Source: an optimization exercise on an open RTL-to-GDS flow (aim: small area, a short achievable clock period and few clock cycles per item). Production flows keep margins and buffers that such runs may drop. Only simulation tests tie the RTL to the original design; equivalence was not proved. No activity file was given, so power comes from the tool's default toggle rates.

==> run D: inputs <==
// bspline_basis_derivatives
module bspline_basis_derivatives #(
  parameter int NST = 2,    
  parameter int MB  = 16    
) (
  input  logic                          clk,
  input  logic                          rst,
  input  logic                          in_valid,
  output logic                          in_stall,
  input  logic [68:0]                   in_item,
  output logic                          out_valid,
  input  logic                          out_stall,
  output logic [43:0]                   out_item,
  input  logic                          psel,
  input  logic                          penable,
  input  logic                          pwrite,
  input  logic [3:0]                    paddr,
  input  logic [31:0]                   pwdata,
  output logic [31:0]                   prdata,
  output logic                          pready
);
make LEC_CHECK=0 CAP_MARGIN=20 CORE_MARGIN=2 CORE_UTILIZATION=50 SETUP_SLACK_MARGIN=5 SLEW_MARGIN=20 TNS_END_PERCENT=100 finish   # period 12.0 ns
run.sh (not shown) runs the stock make flow with config.mk's settings and CLKGATE_MAP_FILE= SYNTH_SCRIPT=/design/flow/synth_recipe.tcl, a recipe that flattens the netlist after the stock synthesis.
==> run A (differences from run D) <==
--- a/flow/design.v
+++ b/flow/design.v
@@ -70,16 +70,17 @@
   output logic [31:0] q_quo,
   output logic        q_neg,
   output logic        q_sat,
   output logic        q_zero
 );
   localparam int NCYC = 16 / NST;
   localparam int CW   = $clog2(NCYC + 1);
   logic [CW-1:0] cnt;
+  logic          busy_r;
   logic [30:0]   rem;
   logic [31:0]   sh;
   logic [31:0]   dmag;
   logic [32:0]   d3;
   logic          neg;
   logic          satq;
   logic [30:0]   rem_n;
   logic [31:0]   sh_n;
@@ -110,44 +111,47 @@
         sh_n  = {sh_n[29:0], 2'd1};
       end else begin
         rem_n = t[30:0];
         sh_n  = {sh_n[29:0], 2'd0};
       end
     end
   end
   assign satc = ({1'b0, rem} >= dmag);
-  assign fin  = busy && (cnt == CW'(1)) && (!q_valid || take);
+  assign fin  = busy_r && (cnt == CW'(1)) && (!q_valid || take);
+  assign busy = busy_r && !fin;
   always_ff @(posedge clk) begin
     if (rst) begin
-      busy    <= 1'b0;
+      busy_r  <= 1'b0;
       q_valid <= 1'b0;
     end else begin
       if (take) q_valid <= 1'b0;
+      if (fin) begin
+        q_valid <= 1'b1;
+        q_quo   <= sh_n;
+        q_neg   <= neg;
+        q_sat   <= (cnt == CW'(NCYC)) ? satc : satq;
+        q_zero  <= (dmag == 32'd0);
+      end
       if (start) begin
-        busy <= 1'b1;
-        cnt  <= CW'(NCYC);
-        rem  <= {15'd0, nmag[31:16]};
-        sh   <= {nmag[15:0], 16'd0};
-        dmag <= dmag_in;
-        d3   <= {1'b0, dmag_in} + {dmag_in, 1'b0};
-        neg  <= neg_in;
-      end else if (busy) begin
+        busy_r <= 1'b1;
+        cnt    <= CW'(NCYC);
+        rem    <= {15'd0, nmag[31:16]};
+        sh     <= {nmag[15:0], 16'd0};
+        dmag   <= dmag_in;
+        d3     <= {1'b0, dmag_in} + {dmag_in, 1'b0};
+        neg    <= neg_in;
+      end else if (busy_r) begin
         if (cnt == CW'(NCYC)) satq <= satc;
         if (cnt != CW'(1)) begin
           rem <= rem_n;
           sh  <= sh_n;
           cnt <= cnt - 1'b1;
         end else if (fin) begin
-          busy    <= 1'b0;
-          q_valid <= 1'b1;
-          q_quo   <= sh_n;
-          q_neg   <= neg;
-          q_sat   <= (cnt == CW'(NCYC)) ? satc : satq;
-          q_zero  <= (dmag == 32'd0);
+          busy_r <= 1'b0;
         end
       end
     end
   end
 endmodule
 module bspline_basis_derivatives #(
   parameter int NST = 2,    
   parameter int MB  = 16    
@@ -482,38 +486,61 @@
     end
     div_den = den_sum;
     prep = (mst == M_RUN) && (iph != PH_DONE) && !pre_act && dep_ok && (!pv || div_start) &&
            (outst <= 3'd2);
     f_done = (mst == M_RUN) && (iph == PH_DONE) && (!pv || div_start);
   end
   logic               m_start, m_busy;
   logic [MCW-1:0]     m_cnt;
-  logic [31:0]        m_a, m_ain, m_bin;
+  logic [31:0]        m_a, m_bin;
+  logic signed [31:0] m_opnd;
   logic               m_sign, m_signin;
   logic [63:0]        m_p;
   logic               m_done, m_ack;
   logic [31+MB:0]     m_sum;
   logic signed [31:0] qm;
   assign m_done = m_busy && (m_cnt == '0);
-  assign m_sum  = (32+MB)'(m_p[63:32]) + m_a * m_p[MB-1:0];
+  logic [49:0] m_pp [9];
+  logic [49:0] m_acc;
+  always_comb begin
+    logic [17:0] b;
+    logic [2:0]  t;
+    logic [33:0] mm;
+    b = {2'b00, m_p[15:0]};
+    for (int k = 0; k < 9; k++) begin
+      t = {b[2*k+1], b[2*k], (k == 0) ? 1'b0 : b[2*k-1]};
+      case (t)
+        3'b001, 3'b010: mm = {2'b00, m_a};
+        3'b011:         mm = {1'b0, m_a, 1'b0};
+        3'b100:         mm = ~{1'b0, m_a, 1'b0};
+        3'b101, 3'b110: mm = ~{2'b00, m_a};
+        default:        mm = 34'd0;
+      endcase
+      m_pp[k] = (50'({{16{mm[33]}}, mm}) << (2*k)) +
+                ((t[2] && (t != 3'b111)) ? (50'd1 << (2*k)) : 50'd0);
+    end
+    m_acc = 50'(m_p[63:32]) + m_pp[0] + m_pp[1] + m_pp[2] + m_pp[3] + m_pp[4] + m_pp[5] +
+            m_pp[6] + m_pp[7] + m_pp[8];
+  end
+  assign m_sum  = m_acc[31+MB:0];
   always_comb begin
     if (m_p[63:47] != 17'd0) begin
       qm = m_sign ? QMN : QMX;
     end else begin
       qm = m_sign ? -$signed(m_p[47:16]) : $signed(m_p[47:16]);
     end
   end
   always_ff @(posedge clk) begin
     if (rst) begin
       m_busy <= 1'b0;
     end else if (m_start) begin
       m_busy <= 1'b1;
       m_cnt  <= MCW'(MCYC);
-      m_a    <= m_ain;
+      if (capture) m_a <= q_mag;
       m_p    <= {32'd0, m_bin};
       m_sign <= m_signin;
     end else if (m_busy) begin
       if (m_cnt != '0) begin
         m_cnt <= m_cnt - 1'b1;
         m_p   <= {m_sum, m_p[31:MB]};
       end else if (m_ack) begin
         m_busy <= 1'b0;
@@ -522,49 +549,48 @@
   end
   logic [1:0]         pst;
   logic [1:0]         p_pe, p_ke;
   logic [3:0]         p_span;
   logic               p_flag;
   logic [1:0]         cph, cj, cr, ci, crr;
   logic               clast;
   logic signed [31:0] saved;      
-  logic [31:0]        pq_mag;
   logic               pq_neg;
   logic               slot_free;
   logic signed [31:0] v_nd;
   logic [1:0]         p_base;
   logic [3:0]         p_urow;
   logic signed [31:0] p_uval;
   logic               ev, ev_last, ev_flag;
   logic signed [31:0] ev_val;
   logic [1:0]         ev_i, ev_j, ev_sc;
   logic [3:0]         ev_span, ev_bidx;
   logic               flag_ok, pre_done_r;
   logic signed [34:0] sc;
   logic signed [31:0] ev_scaled;
-  logic               p_idle, p_switch;
+  logic               p_switch;
+  logic [11:0]        qpos;       
+  logic [1:0]         qph, qj, qr, qi, qrr, qcc, q_pe, q_ke;
   assign slot_free = !out_valid || !out_stall;
   always_comb begin
     v_nd   = bbd_pkg::sat_add(saved, qm);
     p_base = clo(pi, prr);
     p_urow = {2'd0, prr} - {2'd0, pi} + {2'd0, pcc};
     p_uval = uread(p_urow[1:0], p_pe - pi, u01, u11, u02, u12, u22);
     case (ev_sc)
       2'd1:    sc = {{3{ev_val[31]}}, ev_val} <<< 1;
       2'd2:    sc = {{3{ev_val[31]}}, ev_val} + ({{3{ev_val[31]}}, ev_val} <<< 1);
       2'd3:    sc = ({{3{ev_val[31]}}, ev_val} + ({{3{ev_val[31]}}, ev_val} <<< 1)) <<< 1;
       default: sc = {{3{ev_val[31]}}, ev_val};
     endcase
     if (sc > 35'sd2147483647)       ev_scaled = QMX;
     else if (sc < -35'sd2147483648) ev_scaled = QMN;
     else                            ev_scaled = sc[31:0];
     post_lr = (pph == PH_ND) || ((cph == PH_ND) && (pst != PS_IDLE));
-    p_idle   = (pph == PH_DONE) && (pst == PS_IDLE);
-    p_switch = p_idle && fahead;
   end
   function automatic logic [1:0] sc_code(input logic [1:0] p, input logic [1:0] i);
     case ({p, i})
       4'b10_01, 4'b10_10: sc_code = 2'd1;
       4'b11_01:           sc_code = 2'd2;
       4'b11_10, 4'b11_11: sc_code = 2'd3;
       default:            sc_code = 2'd0;
     endcase
@@ -582,31 +608,31 @@
       PS_IDLE: free = 1'b1;
       PS_M1: begin
         if (cph == PH_ND) nd_m1 = m_done && ((cj != p_pe) || ev_can);
         else              free  = m_done && (!clast || ev_can);
       end
       default: free = m_done && (!(cj == p_pe && cr == cj - 2'd1) || ev_can);
     endcase
     m2fin    = free && (pst == PS_M2);
-    capture  = free && (pph != PH_DONE) && q_valid;
+    p_switch = fahead && (pph == PH_DONE) &&
+               ((pe != 2'd0) ? free : ((pst == PS_IDLE) && !ev));
+    qpos     = p_switch ? pos_start(pe) : ppos;
+    q_pe     = p_switch ? pe : p_pe;
+    q_ke     = p_switch ? ke : p_ke;
+    {qph, qj, qr, qi, qrr, qcc} = qpos;
+    capture  = free && (qph != PH_DONE) && q_valid;
     q_take   = capture;
     m_start  = capture || nd_m1;
     m_ack    = free && (pst != PS_IDLE) && !capture;
-    m_bin    = capture ? q_mag : pq_mag;
-    if (nd_m1) begin
-      m_ain    = bbd_pkg::mag(lft[cj - cr - 2'd1]);
-      m_signin = lft[cj - cr - 2'd1][31] ^ pq_neg;
-    end else if (pph == PH_ND) begin
-      m_ain    = bbd_pkg::mag(rgt[pr]);
-      m_signin = rgt[pr][31] ^ q_neg;
-    end else begin
-      m_ain    = bbd_pkg::mag(p_uval);
-      m_signin = p_uval[31] ^ q_neg;
-    end
+    if (nd_m1)              m_opnd = lft[cj - cr - 2'd1];
+    else if (qph == PH_ND)  m_opnd = rgt[qr];
+    else                    m_opnd = p_uval;
+    m_bin    = bbd_pkg::mag(m_opnd);
+    m_signin = m_opnd[31] ^ (nd_m1 ? pq_neg : q_neg);
   end
   always_ff @(posedge clk) begin
     if (rst) begin
       mst             <= M_IDLE;
       sst             <= S_IDLE;
       fahead          <= 1'b0;
       degree          <= bbd_pkg::DEGREE_RST;
       max_deriv_order <= bbd_pkg::DERIV_RST;
@@ -730,36 +756,32 @@
       if (!fahead) p_flag <= flag;
       if (emit) ev <= 1'b0;
       if (p_switch) begin
         fahead  <= 1'b0;
         p_pe    <= pe;
         p_ke    <= ke;
         p_span  <= span;
         ppos    <= pos_start(pe);
-        saved   <= 32'sd0;
-        nd_done <= 3'd0;
-        m1_done <= 3'd0;
         if (pe == 2'd0) begin
           ev      <= 1'b1;
           ev_val  <= ONE;
           ev_i    <= 2'd0;
           ev_j    <= 2'd0;
           ev_last <= 1'b1;
           ev_flag <= 1'b0;
           ev_span <= span;
           ev_bidx <= span;
           ev_sc   <= 2'd0;
         end
       end
       if (capture) begin
-        {cph, cj, cr, ci, crr} <= ppos[11:2];
-        clast  <= (pcc == chi(pi, prr, p_pe));
-        ppos   <= pos_next(ppos, p_pe, p_ke);
-        pq_mag <= q_mag;
+        {cph, cj, cr, ci, crr} <= qpos[11:2];
+        clast  <= (qcc == chi(qi, qrr, q_pe));
+        ppos   <= pos_next(qpos, q_pe, q_ke);
         pq_neg <= q_neg;
         if (pph == PH_DV) begin
           if (pcc == p_base)    a0[prr] <= q_signed;
           else if (prr == 2'd1) a11 <= q_signed;
           else                  a12 <= q_signed;
         end
         pst <= PS_M1;
       end else if (free) begin
@@ -818,11 +840,16 @@
             ev_bidx <= p_span;
             ev_sc   <= 2'd0;
           end
         end else begin
           saved <= qm;
         end
         nd_done <= nd_done + 3'd1;
       end
+      if (p_switch) begin
+        saved   <= 32'sd0;
+        nd_done <= 3'd0;
+        m1_done <= 3'd0;
+      end
     end
   end
 endmodule
==> flow/config.mk (replaced) <==
export PLATFORM = sky130hd
export DESIGN_NAME = bspline_basis_derivatives
export DESIGN_NICKNAME = bspline_basis_derivatives
export VERILOG_FILES = /design/flow/design.v
export SDC_FILE = /design/flow/constraint.sdc
export NUM_CORES = 4
export LEC_CHECK = 0
export CAP_MARGIN = 20
export CORE_MARGIN = 2
export CORE_UTILIZATION = 33
export SETUP_SLACK_MARGIN = 5
export SLEW_MARGIN = 20
export TNS_END_PERCENT = 100
==> run H (differences from run D) <==
--- a/flow/design.v
+++ b/flow/design.v
@@ -205,16 +205,17 @@
   logic [1:0]         pe_s, ke_s;
   logic [3:0]         ne_s, span_s;
   logic signed [31:0] x_s;
   logic [3:0]         lo, hi, mid, mid1;
   logic [2:0]         step;
   logic               mst;
   logic               fahead;     
   logic [1:0]         pe, ke;
+  logic signed [31:0] x;
   logic [3:0]         span;
   logic               accept, i_take, i_loading;
   assign in_stall = (sst != S_IDLE) || i_loading;
   assign accept   = !in_stall && in_valid && in_act;
   logic               kwe;
   logic [511:0]       kflat;
   logic signed [31:0] knot [16];
   assign kwe = !in_stall && in_valid && !in_act;
@@ -251,34 +252,37 @@
       default: npairs = 3'd6;
     endcase
     lr1_ok   = (ld >= 3'd2);
     lr_all   = (ld == {pe, 1'b0});
     pre_act  = lr_all && (pc != npairs);
     pre_done = lr_all && (pc == npairs);
     i_loading = (mst == M_RUN) && !lr_all;
     ld_go    = i_loading && !(fahead && post_lr);
-    case (sst)
-      S_0:     ld_addr = ne_s;
-      S_1:     ld_addr = {2'd0, pe_s};
-      S_A:     ld_addr = mid;
-      S_B:     ld_addr = mid1;
-      default: ld_addr = ld[0] ? rptr : lptr;
-    endcase
-    xr      = x_s;
+    if (ld_go) begin
+      ld_addr = ld[0] ? rptr : lptr;
+    end else begin
+      case (sst)
+        S_0:     ld_addr = ne_s;
+        S_1:     ld_addr = {2'd0, pe_s};
+        S_A:     ld_addr = mid;
+        default: ld_addr = mid1;
+      endcase
+    end
+    xr      = ld_go ? x : x_s;
     ld_knot = knot[ld_addr];
     xk      = {xr[31], xr} - {ld_knot[31], ld_knot};
     kx      = {ld_knot[31], ld_knot} - {xr[31], xr};
     k_ge    = !xk[32];
     k_le    = !kx[32];
   end
   always_comb begin
     go_run  = 1'b0;
     span_nx = ne_s - 4'd1;
-    begin
+    if (!ld_go) begin
       case (sst)
         S_0: go_run = k_ge;
         S_1: begin
           go_run  = k_le;
           span_nx = {2'd0, pe_s};
         end
         S_A: begin
           go_run  = !k_ge && (step == 3'd7);
@@ -286,17 +290,17 @@
         end
         S_B: begin
           go_run  = !k_ge || (step == 3'd7);
           span_nx = !k_ge ? mid : mid_hi;
         end
         default: ;
       endcase
     end
-    i_take = (sst == S_DONE) && ((mst == M_IDLE) || f_done) && !fahead;
+    i_take = (sst == S_DONE) && (mst == M_IDLE) && !fahead;
   end
   function automatic logic [1:0] clo(input logic [1:0] i, input logic [1:0] r);
     clo = (i > r) ? (i - r) : 2'd0;
   endfunction
   function automatic logic [1:0] chi(input logic [1:0] i, input logic [1:0] r,
                                      input logic [1:0] p);
     chi = (i < (p - r)) ? i : (p - r);
   endfunction
@@ -429,50 +433,47 @@
   end
   logic [1:0]         den_ri, den_li;
   logic signed [31:0] den_sum;
   assign den_sum = bbd_pkg::sat_add(rgt[den_ri - 2'd1], lft[den_li - 2'd1]);
   logic [11:0]        ipd;
   logic [1:0]         i_tas, i_tbs, i_dri, i_dli, i_nr, i_nc;
   logic [2:0]         nd_done, m1_done;
   logic [2:0]         need;
-  logic               need_m2, fwd_m1, fwd_m2, m2fin;
+  logic               need_m2;
   logic               dep_ok;
   logic signed [31:0] ta, tb, ta_prev;
   logic               f_done;
   always_comb begin
     case ({ij, ir})
       4'b10_00: begin need = 3'd1; need_m2 = 1'b0; end
       4'b10_01: begin need = 3'd1; need_m2 = 1'b1; end
       4'b11_00: begin need = 3'd2; need_m2 = 1'b0; end
       4'b11_01: begin need = 3'd3; need_m2 = 1'b0; end
       default:  begin need = 3'd3; need_m2 = 1'b1; end
     endcase
-    fwd_m1 = nd_m1 && (cj != p_pe) && !need_m2 && (m1_done + 3'd1 == need);
-    fwd_m2 = m2fin && (cr == cj - 2'd1) && (cj != p_pe) && need_m2 && (nd_done + 3'd1 == need);
     if (iph == PH_ND) dep_ok = (ij == 2'd1) ? lr1_ok :
-                               (lr_all && !fahead &&
-                                (((need_m2 ? nd_done : m1_done) >= need) || fwd_m1 || fwd_m2));
+                               (lr_all && !fahead && ((need_m2 ? nd_done : m1_done) >= need));
     else              dep_ok = lr_all;
     {i_tas, i_tbs, i_dri, i_dli, i_nr, i_nc} = ipd;
     case (i_tas)
       2'd0:    ta = 32'sd0;
       2'd1:    ta = ONE;
       2'd2:    ta = a0[irr];
       default: ta = (irr == 2'd1) ? a11 : a12;
     endcase
     case (i_tbs)
       2'd0:    tb = 32'sd0;
       2'd1:    tb = ONE;
       2'd2:    tb = a0[irr];
       default: tb = ta_prev;
     endcase
     den_ri  = i_dri;
     den_li  = i_dli;
-    div_num = fwd_m1 ? v_nd : (fwd_m2 ? qm : uread(i_nr, i_nc, u01, u11, u02, u12, u22));
+    div_num = uread(i_nr, i_nc, u01, u11, u02, u12, u22);
     if (pre_act) begin
       case (pc)
         3'd0: begin den_ri = 2'd1; den_li = 2'd1; end
         3'd1: begin den_ri = 2'd1; den_li = 2'd2; end
         3'd2: begin den_ri = 2'd2; den_li = 2'd1; end
         3'd3: begin den_ri = 2'd1; den_li = 2'd3; end
         3'd4: begin den_ri = 2'd2; den_li = 2'd2; end
         default: begin den_ri = 2'd3; den_li = 2'd1; end
@@ -521,107 +522,99 @@
     end
   end
   logic [1:0]         pst;
   logic [1:0]         p_pe, p_ke;
   logic [3:0]         p_span;
   logic               p_flag;
   logic [1:0]         cph, cj, cr, ci, crr;
   logic               clast;
-  logic signed [31:0] saved;      
+  logic signed [31:0] saved, d;
   logic [31:0]        pq_mag;
   logic               pq_neg;
   logic               slot_free;
-  logic signed [31:0] v_nd;
+  logic signed [31:0] v_nd, dn;
   logic [1:0]         p_base;
   logic [3:0]         p_urow;
   logic signed [31:0] p_uval;
-  logic               ev, ev_last, ev_flag;
+  logic               ev, ev_last;
   logic signed [31:0] ev_val;
-  logic [1:0]         ev_i, ev_j, ev_sc;
-  logic [3:0]         ev_span, ev_bidx;
-  logic               flag_ok, pre_done_r;
+  logic [1:0]         ev_i, ev_j;
   logic signed [34:0] sc;
   logic signed [31:0] ev_scaled;
-  logic               p_idle, p_switch;
+  logic               p_idle, p_switch, p_fresh;
   assign slot_free = !out_valid || !out_stall;
   always_comb begin
     v_nd   = bbd_pkg::sat_add(saved, qm);
+    dn     = bbd_pkg::sat_add(d, qm);
     p_base = clo(pi, prr);
     p_urow = {2'd0, prr} - {2'd0, pi} + {2'd0, pcc};
     p_uval = uread(p_urow[1:0], p_pe - pi, u01, u11, u02, u12, u22);
-    case (ev_sc)
-      2'd1:    sc = {{3{ev_val[31]}}, ev_val} <<< 1;
-      2'd2:    sc = {{3{ev_val[31]}}, ev_val} + ({{3{ev_val[31]}}, ev_val} <<< 1);
-      2'd3:    sc = ({{3{ev_val[31]}}, ev_val} + ({{3{ev_val[31]}}, ev_val} <<< 1)) <<< 1;
-      default: sc = {{3{ev_val[31]}}, ev_val};
+    case ({p_pe, ev_i})
+      4'b10_01, 4'b10_10: sc = {{3{ev_val[31]}}, ev_val} <<< 1;
+      4'b11_01:           sc = {{3{ev_val[31]}}, ev_val} + ({{3{ev_val[31]}}, ev_val} <<< 1);
+      4'b11_10, 4'b11_11: sc = ({{3{ev_val[31]}}, ev_val} + ({{3{ev_val[31]}}, ev_val} <<< 1)) <<< 1;
+      default:            sc = {{3{ev_val[31]}}, ev_val};
     endcase
     if (sc > 35'sd2147483647)       ev_scaled = QMX;
     else if (sc < -35'sd2147483648) ev_scaled = QMN;
     else                            ev_scaled = sc[31:0];
     post_lr = (pph == PH_ND) || ((cph == PH_ND) && (pst != PS_IDLE));
-    p_idle   = (pph == PH_DONE) && (pst == PS_IDLE);
+    p_idle   = (pph == PH_DONE) && (pst == PS_IDLE) && !ev;
     p_switch = p_idle && fahead;
   end
-  function automatic logic [1:0] sc_code(input logic [1:0] p, input logic [1:0] i);
-    case ({p, i})
-      4'b10_01, 4'b10_10: sc_code = 2'd1;
-      4'b11_01:           sc_code = 2'd2;
-      4'b11_10, 4'b11_11: sc_code = 2'd3;
-      default:            sc_code = 2'd0;
-    endcase
-  endfunction
-  logic ev_flag_now;
-  assign ev_flag_now = fahead ? p_flag : flag;
+  logic [31:0] cap_amag;
+  logic        cap_asgn, cap_slot0;
+  always_ff @(posedge clk) begin
+    cap_amag  <= (pph == PH_ND) ? bbd_pkg::mag(rgt[pr]) : bbd_pkg::mag(p_uval);
+    cap_asgn  <= (pph == PH_ND) ? rgt[pr][31] : p_uval[31];
+    cap_slot0 <= (pcc - p_base) == 2'd0;
+  end
   logic emit, ev_can, free, nd_m1, capture;
   always_comb begin
-    flag_ok = fahead || pre_done_r;
-    emit   = ev && slot_free;
-    ev_can = !ev && flag_ok;
+    emit   = ev && slot_free && (fahead || pre_done);
+    ev_can = !ev || emit;
     nd_m1  = 1'b0;
     free   = 1'b0;
     case (pst)
       PS_IDLE: free = 1'b1;
       PS_M1: begin
         if (cph == PH_ND) nd_m1 = m_done && ((cj != p_pe) || ev_can);
         else              free  = m_done && (!clast || ev_can);
       end
       default: free = m_done && (!(cj == p_pe && cr == cj - 2'd1) || ev_can);
     endcase
-    m2fin    = free && (pst == PS_M2);
-    capture  = free && (pph != PH_DONE) && q_valid;
+    capture  = free && (pph != PH_DONE) && q_valid && !p_fresh;
     q_take   = capture;
     m_start  = capture || nd_m1;
     m_ack    = free && (pst != PS_IDLE) && !capture;
     m_bin    = capture ? q_mag : pq_mag;
     if (nd_m1) begin
       m_ain    = bbd_pkg::mag(lft[cj - cr - 2'd1]);
       m_signin = lft[cj - cr - 2'd1][31] ^ pq_neg;
-    end else if (pph == PH_ND) begin
-      m_ain    = bbd_pkg::mag(rgt[pr]);
-      m_signin = rgt[pr][31] ^ q_neg;
     end else begin
-      m_ain    = bbd_pkg::mag(p_uval);
-      m_signin = p_uval[31] ^ q_neg;
+      m_ain    = cap_amag;
+      m_signin = cap_asgn ^ q_neg;
     end
   end
   always_ff @(posedge clk) begin
     if (rst) begin
       mst             <= M_IDLE;
       sst             <= S_IDLE;
       fahead          <= 1'b0;
       degree          <= bbd_pkg::DEGREE_RST;
       max_deriv_order <= bbd_pkg::DERIV_RST;
       basis_count     <= bbd_pkg::BASIS_RST;
       out_valid       <= 1'b0;
       pv              <= 1'b0;
       outst           <= 3'd0;
       isel            <= 1'b0;
       qsel            <= 1'b0;
       ppos            <= {PH_DONE, 10'd0};
+      p_fresh         <= 1'b0;
       pst             <= PS_IDLE;
       ev              <= 1'b0;
     end else begin
       if (psel && penable && pwrite) begin
         case (paddr[3:2])
           2'd0: degree          <= pwdata[1:0];
           2'd1: max_deriv_order <= pwdata[1:0];
           2'd2: basis_count     <= pwdata[3:0];
@@ -630,17 +623,17 @@
       end
       if (accept) begin
         x_s  <= in_pt;
         pe_s <= p_cfg;
         ke_s <= k_cfg;
         ne_s <= n_cfg;
         sst  <= S_0;
       end
-      begin
+      if (!ld_go) begin
         case (sst)
           S_0: begin
             if (!k_ge) sst <= S_1;
           end
           S_1: begin
             if (!k_le) begin
               lo   <= {2'd0, pe_s};
               hi   <= ne_s;
@@ -676,16 +669,17 @@
         span_s <= span_nx;
         sst    <= S_DONE;
       end
       if (f_done) mst <= M_IDLE;
       if (i_take) begin
         sst     <= S_IDLE;
         mst     <= M_RUN;
         fahead  <= 1'b1;
+        x       <= x_s;
         pe      <= pe_s;
         ke      <= ke_s;
         span    <= span_s;
         lptr    <= span_s;
         rptr    <= span_s + 4'd1;
         ld      <= 3'd0;
         pc      <= 3'd0;
         flag    <= 1'b0;
@@ -717,52 +711,50 @@
       end
       if (prep)           pv <= 1'b1;
       else if (div_start) pv <= 1'b0;
       if (div_start) isel <= ~isel;
       if (q_take)    qsel <= ~qsel;
       outst <= outst + (prep ? 3'd1 : 3'd0) - (q_take ? 3'd1 : 3'd0);
       if (emit) begin
         out_valid <= 1'b1;
-        out_item  <= {ev_i, ev_bidx, ev_span, ev_scaled, ev_flag, ev_last};
+        out_item  <= {ev_i, 4'(p_span + {2'd0, ev_j} - {2'd0, p_pe}), p_span, ev_scaled,
+                      fahead ? p_flag : flag, ev_last};
       end else if (!out_stall) begin
         out_valid <= 1'b0;
       end
-      pre_done_r <= pre_done && !i_take;
       if (!fahead) p_flag <= flag;
       if (emit) ev <= 1'b0;
+      p_fresh <= p_switch;
       if (p_switch) begin
         fahead  <= 1'b0;
         p_pe    <= pe;
         p_ke    <= ke;
         p_span  <= span;
         ppos    <= pos_start(pe);
         saved   <= 32'sd0;
+        d       <= 32'sd0;
         nd_done <= 3'd0;
         m1_done <= 3'd0;
         if (pe == 2'd0) begin
           ev      <= 1'b1;
           ev_val  <= ONE;
           ev_i    <= 2'd0;
           ev_j    <= 2'd0;
           ev_last <= 1'b1;
-          ev_flag <= 1'b0;
-          ev_span <= span;
-          ev_bidx <= span;
-          ev_sc   <= 2'd0;
         end
       end
       if (capture) begin
         {cph, cj, cr, ci, crr} <= ppos[11:2];
         clast  <= (pcc == chi(pi, prr, p_pe));
         ppos   <= pos_next(ppos, p_pe, p_ke);
         pq_mag <= q_mag;
         pq_neg <= q_neg;
         if (pph == PH_DV) begin
-          if (pcc == p_base)    a0[prr] <= q_signed;
+          if (cap_slot0)        a0[prr] <= q_signed;
           else if (prr == 2'd1) a11 <= q_signed;
           else                  a12 <= q_signed;
         end
         pst <= PS_M1;
       end else if (free) begin
         pst <= PS_IDLE;
       end
       if (nd_m1) begin
@@ -775,53 +767,41 @@
             default:  u12 <= v_nd;
           endcase
         end else begin
           ev      <= 1'b1;
           ev_val  <= v_nd;
           ev_i    <= 2'd0;
           ev_j    <= cr;
           ev_last <= 1'b0;
-          ev_flag <= ev_flag_now;
-          ev_span <= p_span;
-          ev_bidx <= p_span + {2'd0, cr} - {2'd0, p_pe};
-          ev_sc   <= 2'd0;
         end
       end
       if (free && pst == PS_M1) begin
         if (clast) begin
           ev      <= 1'b1;
-          ev_val  <= v_nd;
+          ev_val  <= dn;
           ev_i    <= ci;
           ev_j    <= crr;
           ev_last <= (ci == p_ke) && (crr == p_pe);
-          ev_flag <= ev_flag_now;
-          ev_span <= p_span;
-          ev_bidx <= p_span + {2'd0, crr} - {2'd0, p_pe};
-          ev_sc   <= sc_code(p_pe, ci);
-          saved   <= 32'sd0;
+          d       <= 32'sd0;
         end else begin
-          saved <= v_nd;
+          d <= dn;
         end
       end
       if (free && pst == PS_M2) begin
         if (cr == cj - 2'd1) begin
           saved <= 32'sd0;
           if (cj == 2'd1) u11 <= qm;
           if (cj == 2'd2 && p_pe != 2'd2) u22 <= qm;
           if (cj == p_pe) begin
             ev      <= 1'b1;
             ev_val  <= qm;
             ev_i    <= 2'd0;
             ev_j    <= p_pe;
             ev_last <= (p_ke == 2'd0);
-            ev_flag <= ev_flag_now;
-            ev_span <= p_span;
-            ev_bidx <= p_span;
-            ev_sc   <= 2'd0;
           end
         end else begin
           saved <= qm;
         end
         nd_done <= nd_done + 3'd1;
       end
     end
   end
==> flow/config.mk (replaced) <==
export PLATFORM = sky130hd
export DESIGN_NAME = bspline_basis_derivatives
export DESIGN_NICKNAME = bspline_basis_derivatives
export VERILOG_FILES = /design/flow/design.v
export SDC_FILE = /design/flow/constraint.sdc
export NUM_CORES = 4
export LEC_CHECK = 0
export CAP_MARGIN = 20
export CORE_MARGIN = 2
export CORE_UTILIZATION = 30
export SETUP_SLACK_MARGIN = 4
export SLEW_MARGIN = 20
export TNS_END_PERCENT = 100
==> qor summary <==
Status: run H no timing/DRC/antenna violations; run D no timing/DRC/antenna violations; run A no timing/DRC/antenna violations
Total area of sequential cells: run H 59640 sq um; run D 57320 sq um; run A 56320 sq um
Number of warning messages in the yosys log: run H 6; run D 6; run A 8
FFs & Latches: run H 2012; run D 1923; run A 1889
Share of cells above drive strength 1: run H 8.138%; run D 11.40%; run A 11.76%
Reported leakage power: run H 60.92 nW; run D 60.56 nW; run A 58.39 nW
Top achievable clock speed: run H 128.2 MHz; run D 141.0 MHz; run A 143.9 MHz
Fin util: run H 33.96%; run D 56.96%; run A 38.31%
All-Layer GR Usage: run H 19.44%; run D 34.14%; run A 21.43%
Fraction of area in multi-input gates: run H 47.83%; run D 48.98%; run A 48.38%
Fill cell count: run H 46.90k; run D 23.43k; run A 39.35k
Number of buffers and inverters on the critical path: run H 2; run D 9; run A 5
Min-Delay Startpoint: run H x_s[12]$_DFFE_PP_; run D g_div[0].u_div.sh[20]$_DFFE_PP_; run A ke_s[1]$_DFFE_PP_
Power density over the cells: run H 204.2 nW/um^2; run D 184.6 nW/um^2; run A 212.4 nW/um^2
Area fraction in compound gates after synthesis: run H 17.59%; run D 17.25%; run A 20.25%
DRT met1 WL: run H 198.8 mm; run D 202.8 mm; run A 194.1 mm
CP Data Required Time: run H 12.62 ns; run D 12.59 ns; run A 12.62 ns
Per-instance average area after synthesis: run H 10.25 sq um; run D 10.14 sq um; run A 10.17 sq um
Testbench counts of run D, summed over its fixed seeds: cycles 20,601, evals 240.
Testbench counts of run A, summed over its fixed seeds: cycles 19,585, evals 240.
Testbench counts of run H, summed over its fixed seeds: cycles 21,433, evals 240.

## static timing again, ports no longer ideal
No port has a modelled driver above. Below, the same layouts with a new extraction and two added sets of constraints. Step 1 sets driving cells, clkbuf_16 on the clock port and buf_2 on the other inputs (assumed; they add their load-dependent delay and slew). Step 2, shift: input delay + t, output delay - t, t = (earliest + latest rising clock arrival at the registers) / 2. This alone moves slack from input paths to output paths. a / b / c = ideal / step 1 / step 2; a / b = the first two.
run	t (ns)	slack for setup (ns)	worst data-port slew with drivers (ns)
run D	1.004	4.906 / 4.906 / 4.906	0.15
run A	1.002	5.050 / 5.050 / 5.050	0.19
run H	1.012	4.201 / 4.201 / 4.201	0.30
After both steps every run listed still meets setup and hold.
